From an optimization exercise on the open Yosys and OpenROAD flow, aimed at small area; shortcuts taken in it are not production practice. RTL that was checked went through simulation tests only; none was proved equivalent to the original. The flow treats the clock pin as an ideal source, which a real chip does not have.

==> run a <==
==> flow/design.v <==
package daq_pkg;
    parameter int DEFAULT_N_CH   = 16;
    parameter int DEFAULT_WINDOW = 64;
    typedef enum logic [1:0] {
        STAND_BY = 2'd0,
        READING  = 2'd1,
        WAITING  = 2'd2
    } readout_state_e;
endpackage
module pulse_lane
#(
    parameter int WINDOW = daq_pkg::DEFAULT_WINDOW           
) (
    input  logic              clk,
    input  logic              rst,
    input  logic              pulse_n,              
    output logic [WINDOW-1:0] window_n              
);
    logic    sync_meta;                             
    logic    sync_q;                                
    logic    prev_q;                                
    logic    rise_n;                                
    always_ff @(posedge clk) begin
        if (rst) begin
            sync_meta <= 1'b0;
        end else begin
            sync_meta <= ~pulse_n;
        end
    end
    always_ff @(posedge clk) begin
        sync_q <= sync_meta;
        prev_q <= sync_q;
    end
    assign rise_n = ~(sync_q & ~prev_q);
    logic [WINDOW:0] hist_n;
    always_ff @(posedge clk) begin
        hist_n <= {rise_n, hist_n[WINDOW:1]};
    end
    assign window_n = hist_n[WINDOW-1:0];
endmodule
module event_readout
#(
    parameter int N_CH   = daq_pkg::DEFAULT_N_CH,            
    parameter int WINDOW = daq_pkg::DEFAULT_WINDOW           
) (
    input  logic                         clk,
    input  logic                         rst,
    input  logic [N_CH-1:0][WINDOW-1:0]  windows_n,     
    input  logic                         trig_thresh,   
    input  logic                         event_saved,   
    output logic [N_CH-1:0][WINDOW-1:0]  evento         
);
    logic [1:0] state_q;
    logic       show_q;                             
    always_ff @(posedge clk) begin
        if (rst) begin
            state_q <= 2'b00;
        end else begin
            state_q[1] <= (~state_q[1] & state_q[0]) | (state_q[1] & ~event_saved);
            state_q[0] <= (~state_q[1] & ~state_q[0] & trig_thresh) | (state_q[1] & ~event_saved);
        end
    end
    assign show_q = state_q[1] & ~state_q[0];
    localparam logic [6:0] AGE0 = 7'(127 - (WINDOW + 2));
    logic [6:0] age_q;
    always_ff @(posedge clk) begin
        if (rst) begin
            age_q <= AGE0;
        end else if (age_q != 7'h7f) begin
            age_q <= age_q + 1'b1;
        end
    end
    logic       shown;                              
    logic [2:0] age_hi, age_lo;
    logic [8:0] hi_ge;                              
    logic [7:0] hi_eq;                              
    logic [7:0] lo_ge;                              
    assign shown  = show_q & age_q[6];
    assign age_hi = age_q[5:3];
    assign age_lo = age_q[2:0];
    for (genvar i = 0; i < 8; i++) begin : dec_g
        assign hi_ge[i] = shown & (age_hi >= 3'(i));
        assign hi_eq[i] = shown & (age_hi == 3'(i));
        assign lo_ge[i] = (age_lo >= 3'(i));
    end
    assign hi_ge[8] = 1'b0;
    logic [WINDOW-1:0] show_n;                      
    for (genvar k = 0; k < WINDOW; k++) begin : pos_g
        localparam int T = 63 - k;                  
        if (T % 8 == 0) begin : whole_g
            assign show_n[k] = ~hi_ge[T / 8];
        end else begin : part_g
            assign show_n[k] = ~(hi_ge[T / 8 + 1] | (hi_eq[T / 8] & lo_ge[T % 8]));
        end
    end
    event_gate #(
        .N_CH   (N_CH),
        .WINDOW (WINDOW)
    ) gate0 (
        .show_n    (show_n),
        .windows_n (windows_n),
        .evento    (evento)
    );
endmodule
module event_gate
#(
    parameter int N_CH   = daq_pkg::DEFAULT_N_CH,
    parameter int WINDOW = daq_pkg::DEFAULT_WINDOW
) (
    input  logic [WINDOW-1:0]            show_n,
    input  logic [N_CH-1:0][WINDOW-1:0]  windows_n,
    output logic [N_CH-1:0][WINDOW-1:0]  evento
);
    for (genvar c = 0; c < N_CH; c++) begin : ch_g
        assign evento[c] = ~(show_n | windows_n[c]);
    end
endmodule
module pulse_sampler
#(
    parameter int N_CH   = daq_pkg::DEFAULT_N_CH,            
    parameter int WINDOW = daq_pkg::DEFAULT_WINDOW           
) (
    input  logic                         clk,
    input  logic                         rst,
    input  logic [N_CH-1:0]              ch_n,           
    input  logic                         trig_thresh,    
    input  logic                         event_saved,    
    output logic [N_CH*WINDOW-1:0]       evento          
);
    logic [N_CH-1:0][WINDOW-1:0] windows_n;
    for (genvar i = 0; i < N_CH; i++) begin : lane_g
        pulse_lane #(
            .WINDOW (WINDOW)
        ) lane (
            .clk      (clk),
            .rst      (rst),
            .pulse_n  (ch_n[i]),
            .window_n (windows_n[i])
        );
    end
    event_readout #(
        .N_CH   (N_CH),
        .WINDOW (WINDOW)
    ) readout0 (
        .clk         (clk),
        .rst         (rst),
        .windows_n   (windows_n),
        .trig_thresh (trig_thresh),
        .event_saved (event_saved),
        .evento      (evento)
    );
endmodule
==> flow/flow/run.sh <==
#!/bin/bash
# Standard ORFS layout with these changes:
#  - the smallest buffer on the ports;
#  - logic back at its smallest drive after synthesis, and the ports in a
#    fixed order (post_floorplan.tcl);
#  - a lighter clock tree (cts_args.txt).
set -euo pipefail
here=$(cd "$(dirname "$0")" && pwd)
export BUFFER_PORTS_ARGS="-buffer_cell sky130_fd_sc_hd__buf_1"
export POST_FLOORPLAN_TCL="$here/post_floorplan.tcl"
export CTS_ARGS="-sink_clustering_enable -repair_clock_nets -dont_use_dummy_load $(cat "$here/cts_args.txt")"
bash standard.sh finish > flow_make.log 2>&1
==> flow/flow/cts_args.txt <==
-sink_clustering_size 30 -sink_clustering_max_diameter 100
==> flow/flow/downsize.tcl <==
# Put logic cells back to their smallest drive after synthesis; the resizer
# upsizes again wherever slew, capacitance or timing needs it.
set db [ord::get_db]
set block [[$db getChip] getBlock]
set swapped 0
foreach inst [$block getInsts] {
  set m [[$inst getMaster] getName]
  if {[regexp {^(sky130_fd_sc_hd__(nor2|nand2|inv|a21oi|o21ai|nand3|nor3|nand4|nor4|a31oi|o31ai|a211oi|o211ai))_([0-9]+)$} $m -> base t n] && $n > 1} {
    set new [$db findMaster ${base}_1]
    if {$new ne "NULL"} {
      $inst swapMaster $new
      incr swapped
    }
  }
}
puts "downsize: swapped $swapped cells to drive 1"
==> flow/flow/pins.tcl <==
# Ports along the bottom edge (left to right) and then the top edge (right
# to left), in a fixed order: the four control inputs, the channel inputs,
# then the event bits by window stage (stage 63 first), all 16 channels of
# a stage side by side. Each stage's show line then stays local, and each
# channel's window chain runs once along the die and back.
set block [ord::get_db_block]
set die [$block getDieArea]
set W [ord::dbu_to_microns [$die xMax]]
set H [ord::dbu_to_microns [$die yMax]]

set pins [list clk rst trig_thresh event_saved]
for {set c 0} {$c < 16} {incr c} { lappend pins "ch_n\[$c\]" }
for {set k 63} {$k >= 0} {incr k -1} {
  for {set c 0} {$c < 16} {incr c} { lappend pins "evento\[[expr {$c * 64 + $k}]\]" }
}

set n [llength $pins]
set margin 6.0
set per_edge [expr {int(ceil($n / 2.0))}]
set step [expr {($W - 2 * $margin) / $per_edge}]
# met2 tracks sit at 0.23 + 0.46 i; keep pins on every other track or wider
set tracks [expr {max(2, int(floor($step / 0.46)))}]

set i 0
foreach p $pins {
  set edge [expr {$i / $per_edge}]
  set j [expr {$i % $per_edge}]
  set t [expr {int(ceil(($margin - 0.23) / 0.46)) + $j * $tracks}]
  set x [expr {0.23 + 0.46 * $t}]
  if {$edge == 0} {
    set y 0
  } else {
    set x [expr {$W - $x}]
    set y $H
  }
  place_pin -pin_name $p -layer met2 -location [list $x $y] -force_to_die_boundary
  incr i
}
puts "pins: placed $n ports, $tracks tracks apart"
==> flow/flow/post_floorplan.tcl <==
set here [file dirname [info script]]
source [file join $here downsize.tcl]
source [file join $here pins.tcl]
==> flow/standard.sh <==
#!/bin/bash
# synth_recipe.tcl (not shown) runs the flow's synth.tcl, then flattens the netlist and writes it again
# the make line also repeats each setting of config.mk as NAME=value (left out here)
make -C /OpenROAD-flow-scripts/flow DESIGN_CONFIG=/design/flow/config.mk WORK_HOME=/design/flow/orfs CLKGATE_MAP_FILE= SYNTH_SCRIPT=/design/flow/synth_recipe.tcl "${@:-finish}"
==> flow/config.mk <==
export PLATFORM = sky130hd
export DESIGN_NAME = pulse_sampler
export DESIGN_NICKNAME = pulse_sampler
export VERILOG_FILES = /design/flow/design.v
export SDC_FILE = /design/flow/constraint.sdc
export NUM_CORES = 4
export LEC_CHECK = 0
export ABC_AREA = 1
export CAP_MARGIN = 5
export CORE_AREA = 8 8 492 112
export DIE_AREA = 0 0 500 120
export PLACE_DENSITY = 0.75
export SLEW_MARGIN = 0
export SYNTH_HIERARCHICAL = 1
export SYNTH_MINIMUM_KEEP_SIZE = 0
==> flow/constraint.sdc <==
create_clock -name core_clock -period 5.0 [get_ports {clk}]
set_input_delay 1.0000 -clock core_clock [delete_from_list [all_inputs] [get_ports {clk}]]
set_output_delay 1.0000 -clock core_clock [all_outputs]
set_load 0.01 [all_outputs]
==> run b (differences from run a) <==
==> flow/design.v, changed modules only <==
module event_readout
#(
    parameter int N_CH   = daq_pkg::DEFAULT_N_CH,            
    parameter int WINDOW = daq_pkg::DEFAULT_WINDOW           
) (
    input  logic                         clk,
    input  logic                         rst,
    input  logic [N_CH-1:0][WINDOW-1:0]  windows_n,     
    input  logic                         trig_thresh,   
    input  logic                         event_saved,   
    output logic [N_CH-1:0][WINDOW-1:0]  evento         
);
    logic reading_q;                                
    logic waiting_q;                                
    logic show_q;                                   
    always_ff @(posedge clk) begin
        if (rst) begin
            reading_q <= 1'b0;
            waiting_q <= 1'b0;
            show_q    <= 1'b0;
        end else begin
            reading_q <= ~reading_q & ~waiting_q & trig_thresh;
            waiting_q <= reading_q | (waiting_q & ~event_saved);
            show_q    <= reading_q;
        end
    end
    localparam int AW = 7;                        
    logic [AW-1:0] age_q;
    always_ff @(posedge clk) begin
        if (rst) begin
            age_q <= '0;
        end else if (age_q != {AW{1'b1}}) begin
            age_q <= age_q + 1'b1;
        end
    end
    logic [WINDOW-1:0] show_k;
    for (genvar k = 0; k < WINDOW; k++) begin : pos_g
        assign show_k[k] = show_q & (age_q >= AW'(WINDOW + 2 - k));
        for (genvar c = 0; c < N_CH; c++) begin : ch_g
            assign evento[c][k] = show_k[k] & ~windows_n[c][k];
        end
    end
endmodule
// module event_gate removed
==> flow/run.sh (new file) <==
#!/bin/bash
# synth_recipe.tcl (not shown) runs the flow's synth.tcl, then flattens the netlist and writes it again
# the make line also repeats each setting of config.mk as NAME=value (left out here)
make -C /OpenROAD-flow-scripts/flow DESIGN_CONFIG=/design/flow/config.mk WORK_HOME=/design/flow/orfs CLKGATE_MAP_FILE= SYNTH_SCRIPT=/design/flow/synth_recipe.tcl finish
- CAP_MARGIN: 5 -> 20
- CORE_AREA: 8 8 492 112 -> not set
- CORE_MARGIN: not set -> 2
- CORE_UTILIZATION: not set -> 20
- DIE_AREA: 0 0 500 120 -> not set
- PLACE_DENSITY: 0.75 -> 0.6
- SLEW_MARGIN: 0 -> 20
- SYNTH_HIERARCHICAL: 1 -> not set
- SYNTH_MINIMUM_KEEP_SIZE: 0 -> not set
removed: flow/flow/run.sh
removed: flow/flow/cts_args.txt
removed: flow/flow/downsize.tcl
removed: flow/flow/pins.tcl
removed: flow/flow/post_floorplan.tcl
removed: flow/standard.sh
==> results.yml <==
global_route:
  first_global_vias: 17670
status:
  status: "complete, no violations"
yosys:
  synth_area_um2: 36630
  synth-compound-area-share_pct: 0.5431
routing:
  viasPerCell: 4.412
place:
  place.gp.congestion: 0.9216
[end of results for run a]
==> results.yml <==
yosys:
  synth-compound-area-share_pct: 3.808
place:
  place.gp.congestion: 0.8763
routing:
  viasPerCell: 3.872
global_route:
  first_global_vias: 22210
status:
  status: "complete, no violations"
[end of results for run b]
The RTL of run a was laid out without a check of its function.

========
==> inputs of job 1525 <==
Another version of the RTL of pulse_sampler (not shown whole).
clock: 5.0 ns
lec_check: 0
abc_area: 1
cap_margin: 20
core_area: 8 8 442 442
die_area: 0 0 450 450
place_density: 0.6
slew_margin: 20
synth_hierarchical: 1
synth_minimum_keep_size: 0
standard.sh (not shown) runs the stock make flow with config.mk's settings and CLKGATE_MAP_FILE= SYNTH_SCRIPT=/design/flow/synth_recipe.tcl, a recipe that flattens the netlist after the stock synthesis.
==> flow/flow/run.sh <==
#!/bin/bash
# Standard ORFS layout, with the smallest buffer on the ports, logic back at
# its smallest drive after synthesis, ports in a fixed order and a lighter
# clock tree.
set -euo pipefail
here=$(cd "$(dirname "$0")" && pwd)
export BUFFER_PORTS_ARGS="-buffer_cell sky130_fd_sc_hd__buf_1"
export POST_FLOORPLAN_TCL="$here/post_floorplan.tcl"
export CTS_ARGS="-sink_clustering_enable -repair_clock_nets -dont_use_dummy_load $(cat "$here/cts_args.txt")"
bash standard.sh finish > flow_make.log 2>&1
==> flow/flow/cts_args.txt <==
-sink_clustering_size 30 -sink_clustering_max_diameter 100
==> flow/flow/pins.tcl <==
# Ports around the die in a fixed order: the four control inputs, the
# channel inputs, then the event bits by window stage (stage 63 first), all
# 16 channels of a stage side by side. Each stage's show line then stays
# local, and each channel's window chain runs once around the die.
set block [ord::get_db_block]
set die [$block getDieArea]
set W [ord::dbu_to_microns [$die xMax]]
set H [ord::dbu_to_microns [$die yMax]]

set pins [list clk rst trig_thresh event_saved]
for {set c 0} {$c < 16} {incr c} { lappend pins "ch_n\[$c\]" }
for {set k 63} {$k >= 0} {incr k -1} {
  for {set c 0} {$c < 16} {incr c} { lappend pins "evento\[[expr {$c * 64 + $k}]\]" }
}

set n [llength $pins]
set margin 6.0
set per_edge [expr {int(ceil($n / 4.0))}]

proc snap {v off pitch} { return [expr {$off + $pitch * round(($v - $off) / $pitch)}] }

set i 0
foreach p $pins {
  set edge [expr {$i / $per_edge}]
  set j [expr {$i % $per_edge}]
  if {$edge == 0 || $edge == 2} { set len $W } else { set len $H }
  set step [expr {($len - 2 * $margin) / $per_edge}]
  set d [expr {$margin + ($j + 0.5) * $step}]
  switch $edge {
    0 { set x [snap $d 0.23 0.46];              set y 0;  set l met2 }
    1 { set x $W; set y [snap $d 0.34 0.68];              set l met3 }
    2 { set x [snap [expr {$W - $d}] 0.23 0.46]; set y $H; set l met2 }
    3 { set x 0;  set y [snap [expr {$H - $d}] 0.34 0.68]; set l met3 }
  }
  place_pin -pin_name $p -layer $l -location [list $x $y] -force_to_die_boundary
  incr i
}
puts "pins: placed $n ports"
==> flow/flow/post_floorplan.tcl <==
set here [file dirname [info script]]
source [file join $here downsize.tcl]
source [file join $here pins.tcl]
Other scripts of this flow, unchanged in this note and not shown: flow/flow/downsize.tcl
==> job 7137: changes against job 1525 <==
==> flow/flow/run.sh (replaced) <==
#!/bin/bash
# Standard ORFS layout, with the smallest buffer on the ports, logic back at
# its smallest drive after synthesis, and a lighter clock tree.
set -euo pipefail
here=$(cd "$(dirname "$0")" && pwd)
export BUFFER_PORTS_ARGS="-buffer_cell sky130_fd_sc_hd__buf_1"
export POST_FLOORPLAN_TCL="$here/downsize.tcl"
export CTS_ARGS="-sink_clustering_enable -repair_clock_nets -dont_use_dummy_load $(cat "$here/cts_args.txt")"
bash standard.sh finish > flow_make.log 2>&1
==> flow/flow/cts_args.txt (replaced) <==
-buf_list {sky130_fd_sc_hd__clkbuf_8 sky130_fd_sc_hd__clkbuf_16} -sink_clustering_size 20 -sink_clustering_max_diameter 50
--- a/flow/config.mk
+++ b/flow/config.mk
@@ -8,6 +8,6 @@
 export ABC_AREA = 1
 export CAP_MARGIN = 20
-export CORE_AREA = 8 8 442 442
-export DIE_AREA = 0 0 450 450
+export CORE_MARGIN = 2
+export CORE_UTILIZATION = 20
 export PLACE_DENSITY = 0.6
 export SLEW_MARGIN = 20
removed: flow/flow/pins.tcl
removed: flow/flow/post_floorplan.tcl
==> job 8272: changes against job 1525 <==
==> flow/flow/run.sh (replaced) <==
#!/bin/bash
# Standard ORFS layout, with the smallest buffer on the ports, logic back at
# its smallest drive after synthesis, and a lighter clock tree.
set -euo pipefail
here=$(cd "$(dirname "$0")" && pwd)
export BUFFER_PORTS_ARGS="-buffer_cell sky130_fd_sc_hd__buf_1"
export POST_FLOORPLAN_TCL="$here/downsize.tcl"
export CTS_ARGS="-sink_clustering_enable -repair_clock_nets -dont_use_dummy_load $(cat "$here/cts_args.txt")"
bash standard.sh finish > flow_make.log 2>&1
==> flow/flow/cts_args.txt (replaced) <==
-buf_list sky130_fd_sc_hd__clkbuf_8 sky130_fd_sc_hd__clkbuf_16 -sink_clustering_size 20 -sink_clustering_max_diameter 50
--- a/flow/config.mk
+++ b/flow/config.mk
@@ -8,6 +8,6 @@
 export ABC_AREA = 1
 export CAP_MARGIN = 20
-export CORE_AREA = 8 8 442 442
-export DIE_AREA = 0 0 450 450
+export CORE_MARGIN = 2
+export CORE_UTILIZATION = 20
 export PLACE_DENSITY = 0.6
 export SLEW_MARGIN = 20
removed: flow/flow/pins.tcl
removed: flow/flow/post_floorplan.tcl
==> impl_metrics.toml <==
[floorplan]
io_pins = 0

[critical_path]
crit_fanout = 21
setup.worst_path.end = "evento[177]"

[final_layout]
clkCellAreaFrac_pct = 3.119

[pwr]
swShare_pct = 21.93
p_seq_w = 0.00936
p_leak_nw = 12.90

[hold_path]
min_from = "lane_g[13].lane.hist_n[56]"

[run_status]
status = "timing/DRC/antenna clean"

[cts]
cts_max_level = 2
clkTransAtPathRegs_ps = 100

[sta]
fin_hold_ws_ps = 305.2
[end of results for job 1525]
==> impl_metrics.toml <==
[placed_design]
dp_cells = 5804

[final_layout]
clock_buffers = 101
clkCellAreaFrac_pct = 6.798

[critical_path]
crit_fanout = 21
setup.worst_path.end = "evento[564]"

[cts]
cts_max_level = 3

[pwr]
p_leak_nw = 13.92
totalPowerFinal_w = 0.01630
swShare_pct = 22.10

[run_status]
status = "timing/DRC/antenna clean"
[end of results for job 7137]
==> impl_metrics.toml <==
[run_status]
status = "did not finish"
stop_stage = "clock tree synthesis"
first-error = "[ERROR STA-0564] clock_tree_synthesis positional arguments not supported."

[logic_synthesis]
syn_area_um2 = 36530
synthTopCellsByArea = "dfxtp_1, buf_4, nor2_1"
async_flop_share_pct = 0
synth_cell_types = 22
synthAdderAreaFrac_pct = 0.1713
synth-compound-area-share_pct = 0.7433
synth_top_flop_cell = "dfxtp_1"

[floorplan]
io_pins = 1044

[placed_design]
hpwl_mm = 100.8
[end of results for job 8272]

-- afterwards: timing with drivers on the ports --
Ports are ideal in the flow. The routed layouts listed here were re-timed in OpenROAD.
Step 1 sets driving cells, clkbuf_16 on the clock port and buf_2 on the other inputs (assumed; they add their load-dependent delay and slew).
Step 2 times the ports against the registers' clock, not the clock port: input delays grow and output delays shrink by t, the midpoint of the rising clock arrivals with the driver on.
a / b / c = ideal / step 1 / step 2; a / b = the first two.
run	shift t [ns]	slack for setup (ns)	worst setup path after step 2	cell pins on the clock port's net
run a	0.641	0.493 / 0.428 / 1.069	register to output	1
run b	0.780	0.295 / 0.215 / 0.994	register to output	1
job 1525	0.704	0.455 / 0.380 / 1.084	register to output	1
job 7137	0.757	0.356 / 0.283 / 1.040	register to output	1
After both steps every run listed still meets setup and hold.
